From an optimization exercise on the open Yosys and OpenROAD flow, aimed at small area, a short achievable clock period and few clock cycles per item; shortcuts taken in it are not production practice. In this exercise RTL edits were held to simulation tests only and were not proved equivalent to the original. Power figures rest on the tool's default switching activity, not on a simulated workload.

==> flow/design.v <==
package alu_pkg;
  localparam int reg_w   = 64;
  localparam int imm_w   = 32;
  localparam int flags_w = 16;
  localparam int adr_w   = 3;
endpackage
`timescale 1ns/10ps
module alu_unit (
  input  logic        clk,
  input  logic        rst,
  input  logic        bus_cyc,
  input  logic        bus_stb,
  input  logic        bus_we,
  input  logic [2:0]  bus_adr,
  input  logic [63:0] bus_wdata,
  output logic        bus_ack,
  output logic [63:0] bus_rdata
);
  logic [63:0] s_q;
  logic [63:0] t_q;
  logic        c_valid;
  logic [63:0] c_pp;
  logic [63:0] c_gg;
  logic [5:0]  c_sh;
  logic        c_sub;
  logic        c_cfuse;
  logic        c_arith;
  logic        c_keep;
  logic        c_zero;
  logic        c_and;
  logic        c_or;
  logic        c_xor;
  logic        c_sll;
  logic        c_mov;
  logic [3:0]  c_w;
  logic [1:0]  c_wn;
  logic [63:0] q_d    [4];
  logic        q_cf   [4];
  logic        q_of   [4];
  logic        q_keep [4];
  logic        q_zero [4];
  logic [1:0]  q_w    [4];
  logic [1:0]  wr_ptr;
  logic [1:0]  rd_ptr;
  logic [3:0]  count;     
  logic        chain_cf;
  logic [4:0]  last_f;    
  logic        pres;
  logic        rd_res;
  logic        wr_acc;
  logic        rd_acc;
  logic        cmd_wr;
  logic [63:0] head;
  logic        slow_q;
  logic        slow_rd;
  logic        slow_nx;
  logic [1:0]  rd_next;
  logic [3:0]  o_slow;
  logic [3:0]  o_s;
  logic [3:0]  o_t;
  logic [3:0]  o_h;
  logic [1:0]  o_p [4];
  assign pres    = bus_cyc && bus_stb;
  assign rd_res  = !bus_we && (bus_adr == 3'd3);
  assign slow_rd = !bus_we && !bus_adr[2] && !(bus_adr[1] && bus_adr[0]);
  assign slow_nx = pres && slow_rd && !slow_q;
  assign bus_ack = pres && (bus_we || bus_adr[2] ||
                            ((bus_adr[1] && bus_adr[0]) ? count[0] : slow_q));
  assign wr_acc  = pres && bus_we;
  assign rd_acc  = pres && rd_res && count[0];
  assign cmd_wr  = wr_acc && (bus_adr == 3'd2);
  assign rd_next = rd_acc ? rd_ptr + 2'd1 : rd_ptr;
  for (genvar k = 0; k < 4; k++) begin : g_out
    logic       nx;
    logic [1:0] p_nx;
    logic       z_nx;
    logic [15:0] d;
    assign nx   = pres && slow_rd && !o_slow[k];
    assign p_nx = rd_acc ? o_p[k] + 2'd1 : o_p[k];
    assign z_nx = (c_valid && wr_ptr == p_nx) ? c_zero : q_zero[p_nx];
    always_ff @(posedge clk) begin
      if (rst) begin
        o_slow[k] <= 1'b0;
        o_p[k]    <= '0;
      end else begin
        o_slow[k] <= nx;
        o_p[k]    <= p_nx;
      end
      o_s[k] <= nx && (bus_adr == 3'd0);
      o_t[k] <= nx && (bus_adr == 3'd1);
      o_h[k] <= !nx && !z_nx;
    end
    assign d = q_d[o_p[k]][16*k +: 16];
    assign head[16*k +: 16] = d;
    assign bus_rdata[16*k +: 16] = ({16{o_s[k]}} & s_q[16*k +: 16]) |
                                   ({16{o_t[k]}} & t_q[16*k +: 16]) |
                                   ({16{o_h[k] && !bus_adr[2]}} & d) |
                                   ((k == 0) ? ({16{bus_adr == 3'd4}} &
                                                {4'd0, last_f[4], 3'd0, last_f[3], last_f[2],
                                                 3'd0, last_f[1], 1'b0, last_f[0]}) : 16'd0);
  end
  logic       h_sf;
  logic [4:0] h_f;
  always_comb begin
    case (q_w[rd_ptr])
      2'd0:    h_sf = head[7];
      2'd1:    h_sf = head[15];
      2'd2:    h_sf = head[31];
      default: h_sf = head[63];
    endcase
    if (q_keep[rd_ptr]) begin
      h_f = last_f;
    end else begin
      h_f = {q_of[rd_ptr], h_sf, head == 64'd0, ~^head[7:0], q_cf[rd_ptr]};
    end
  end
  logic [3:0]  op;
  logic        d_sub;
  logic [63:0] d_t;
  logic [63:0] d_tx;
  assign op    = bus_wdata[3:0];
  assign d_sub = (op == 4'd1) || (op == 4'd3) || (op == 4'd9);
  assign d_t   = bus_wdata[6] ? {{32{bus_wdata[38]}}, bus_wdata[38:7]} : t_q;
  assign d_tx  = d_sub ? ~d_t : d_t;
  logic        cin;
  logic [63:0] pp;
  logic [63:0] gg;
  logic [63:0] gk [7];
  logic [63:0] pk [7];
  logic [63:0] carries;
  logic        cout;
  logic [63:0] sum;
  logic        c_hi;
  logic        c_lo;
  logic [63:0] mask;
  logic [63:0] shl;
  logic [63:0] braw;
  logic [63:0] r;
  logic        cf_new;
  logic        of_new;
  assign cin = c_sub ^ (c_cfuse && chain_cf);
  assign pp  = c_pp;
  assign gg  = c_gg;
  assign gk[0] = gg;
  assign pk[0] = pp;
  for (genvar l = 0; l < 6; l++) begin : g_ks
    for (genvar i = 0; i < 64; i++) begin : g_bit
      if ((i >> l) % 2 == 1) begin : g_op
        assign gk[l+1][i] = gk[l][i] | (pk[l][i] & gk[l][((i >> l) << l) - 1]);
        assign pk[l+1][i] = pk[l][i] & pk[l][((i >> l) << l) - 1];
      end else begin : g_pass
        assign gk[l+1][i] = gk[l][i];
        assign pk[l+1][i] = pk[l][i];
      end
    end
  end
  assign carries = {gk[6][62:0] | (pk[6][62:0] & {63{cin}}), cin};
  assign cout    = gk[6][63] | (pk[6][63] & cin);
  assign sum     = pp ^ carries;
  assign mask = {{32{c_w[3]}}, {16{c_w[3] | c_w[2]}}, {8{!c_w[0]}}, 8'hff};
  always_comb begin
    case (1'b1)
      c_w[0]:  begin c_hi = carries[8];  c_lo = carries[7];  end
      c_w[1]:  begin c_hi = carries[16]; c_lo = carries[15]; end
      c_w[2]:  begin c_hi = carries[32]; c_lo = carries[31]; end
      default: begin c_hi = cout;        c_lo = carries[63]; end
    endcase
  end
  assign shl  = s_q << c_sh;
  assign braw = ({64{c_and}} & gg) |
                ({64{c_or}}  & (pp | gg)) |
                ({64{c_xor}} & pp) |
                ({64{c_sll}} & shl) |
                ({64{c_mov}} & (pp ^ s_q));
  assign r      = (c_arith ? sum : braw) & mask;
  assign cf_new = c_arith && (c_hi ^ c_sub);
  assign of_new = c_arith && (c_hi ^ c_lo);
  always_ff @(posedge clk) begin
    if (rst) begin
      c_valid  <= 1'b0;
      slow_q   <= 1'b0;
      wr_ptr   <= '0;
      rd_ptr   <= '0;
      count    <= '0;
      chain_cf <= 1'b0;
      last_f   <= '0;
    end else begin
      c_valid <= cmd_wr;
      slow_q  <= slow_nx;
      if (c_valid) begin
        wr_ptr <= wr_ptr + 2'd1;
        if (!c_keep) chain_cf <= cf_new;
      end
      if (rd_acc) begin
        rd_ptr <= rd_next;
        last_f <= h_f;
      end
      case ({c_valid, rd_acc})
        2'b10:   count <= {count[2:0], 1'b1};
        2'b01:   count <= {1'b0, count[3:1]};
        default: count <= count;
      endcase
    end
  end
  always_ff @(posedge clk) begin
    if (wr_acc && bus_adr == 3'd0) s_q <= bus_wdata;
    if (wr_acc && bus_adr == 3'd1) t_q <= bus_wdata;
    c_pp    <= s_q ^ d_tx;
    c_gg    <= s_q & d_tx;
    c_sh    <= d_t[5:0];
    c_sub   <= d_sub;
    c_cfuse <= (op == 4'd2) || (op == 4'd3);
    c_arith <= (op <= 4'd3) || (op == 4'd9);
    c_keep  <= (op == 4'd8) || (op >= 4'd11);
    c_zero  <= (op == 4'd9) || (op == 4'd10);
    c_and   <= (op == 4'd4) || (op == 4'd10);
    c_or    <= (op == 4'd5);
    c_xor   <= (op == 4'd6);
    c_sll   <= (op == 4'd7);
    c_mov   <= (op == 4'd8) || (op >= 4'd11);
    c_w     <= 4'b0001 << bus_wdata[5:4];
    c_wn    <= bus_wdata[5:4];
    if (c_valid) begin
      q_d[wr_ptr]    <= r;
      q_cf[wr_ptr]   <= cf_new;
      q_of[wr_ptr]   <= of_new;
      q_keep[wr_ptr] <= c_keep;
      q_zero[wr_ptr] <= c_zero;
      q_w[wr_ptr]    <= c_wn;
    end
  end
endmodule
clock: 5.5 ns
lec_check: 0
cap_margin: 20
core_margin: 2
core_utilization: 40
cts_cluster_diameter: 80
cts_cluster_size: 30
setup_slack_margin: 2.0
slew_margin: 20
standard.sh (not shown) runs the stock make flow with config.mk's settings and CLKGATE_MAP_FILE= SYNTH_SCRIPT=/design/flow/synth_recipe.tcl, a recipe that flattens the netlist after the stock synthesis.
==> flow/flow/run.sh <==
#!/bin/bash
# The standard layout, except that the port buffers are buf_4 cells rather
# than the buffer_ports default, so that the resizer can size them.
set -euo pipefail
export BUFFER_PORTS_ARGS="-buffer_cell sky130_fd_sc_hd__buf_4"
bash standard.sh > standard.log 2>&1
Testbench counts at the start, summed over its fixed seeds: cycles 11,245, ops 3,200.
Change:
==> flow/run.sh (new file) <==
#!/bin/bash
# synth_recipe.tcl (not shown) runs the flow's synth.tcl, then flattens the netlist and writes it again
# the make line also repeats each setting of config.mk as NAME=value (left out here)
make -C /OpenROAD-flow-scripts/flow DESIGN_CONFIG=/design/flow/config.mk WORK_HOME=/design/flow/orfs CLKGATE_MAP_FILE= SYNTH_SCRIPT=/design/flow/synth_recipe.tcl finish
CTS_CLUSTER_DIAMETER = unset   (was 80)
CTS_CLUSTER_SIZE = unset   (was 30)
removed: flow/flow/run.sh
removed: flow/standard.sh
Outcome:
- The new run went through all stages and came out clean
- setup slack is better by 0.13 ns
- critical path depth rises by 3
- total power grows by 22%
- area after synthesis is unchanged
- clock skew is lower by 0.016 ns
Change:
==> flow/flow/run.sh (new file) <==
#!/bin/bash
# The standard layout, except that the port buffers are buf_4 cells rather
# than the buffer_ports default, so that the resizer can size them.
set -euo pipefail
export BUFFER_PORTS_ARGS="-buffer_cell sky130_fd_sc_hd__buf_4"
bash standard.sh > standard.log 2>&1
==> flow/standard.sh (new file) <==
#!/bin/bash
# synth_recipe.tcl (not shown) runs the flow's synth.tcl, then flattens the netlist and writes it again
# the make line also repeats each setting of config.mk as NAME=value (left out here)
make -C /OpenROAD-flow-scripts/flow DESIGN_CONFIG=/design/flow/config.mk WORK_HOME=/design/flow/orfs CLKGATE_MAP_FILE= SYNTH_SCRIPT=/design/flow/synth_recipe.tcl "${@:-finish}"
CTS_CLUSTER_DIAMETER = 100   (was unset)
CTS_CLUSTER_SIZE = 24   (was unset)
SETUP_SLACK_MARGIN = 2.3   (was 2.0)
removed: flow/run.sh
The changed run finished clean.
Setup slack loses 0.16 ns.
Synthesized cell count stays the same.
Via count drops by 0.35%.
Total power shrinks by 19%.
Core utilization fell by 1.5 points.
Area after synthesis does not change.
Cell area went down by 3.1%.
Change:
CORE_UTILIZATION = 55   (was 40)
PLACE_DENSITY = 0.7   (was unset)
SETUP_SLACK_MARGIN = 2.0   (was 2.3)
Core utilization is higher by 15 points.
Non-clock buffer count is lower by 56.
Total power is lower slightly.
Synthesized area stays the same.
Fmax is higher by a few percent.
Wire length is lower by a few percent.
Cell area is lower by a few percent.
Worst setup slack gets better by 0.16 ns.
Synthesized cell count is unchanged.
Die area is lower by a quarter to a third.
Clock power hardly moves.
Change:
CORE_UTILIZATION = 40   (was 55)
PLACE_DENSITY = unset   (was 0.7)
Clock-buffer cell count drops by 1.
Non-clock buffer count goes up by 15.
Flip-flop and latch count is unchanged.
Global-route usage is lower by 8.2 points.
First-iteration DRC count fell by 7.3%.
Worst setup slack loses 0.11 ns.
Synthesized area stays the same.
Fmax goes down by about 3%.
Via count falls by about 0.75%.
Power barely changes.

[afterwards: timing with drivers on the ports]
In the flow no input, the clock included, has a driving cell. The finished layouts below were timed again as built, in two steps.
Step 1 sets driving cells, clkbuf_16 on the clock port and buf_2 on the other inputs (assumed; they add their load-dependent delay and slew).
Step 2 times the ports against the registers' clock, not the clock port: input delays grow and output delays shrink by t, the midpoint of the rising clock arrivals with the driver on.
Slacks: ideal / step 1 / step 2; pairs: ideal / step 1.
run | t, ns | setup WS [ns] | worst register clock-pin slew, ns
the first run | 0.691 | 1.820 / 1.756 / 1.481 | 0.11 / 0.11
the second run | 0.674 | 1.953 / 1.888 / 1.717 | 0.07 / 0.07
the third run | 0.706 | 1.790 / 1.726 / 1.718 | 0.10 / 0.10
the fourth run | 0.683 | 1.949 / 1.885 / 1.755 | 0.10 / 0.10
the fifth run | 0.694 | 1.838 / 1.774 / 1.509 | 0.10 / 0.10
After both steps every run listed still meets setup and hold. The setup slack of the first run, which loses most, moves by -0.064 ns with the drivers and by -0.339 ns with both steps.
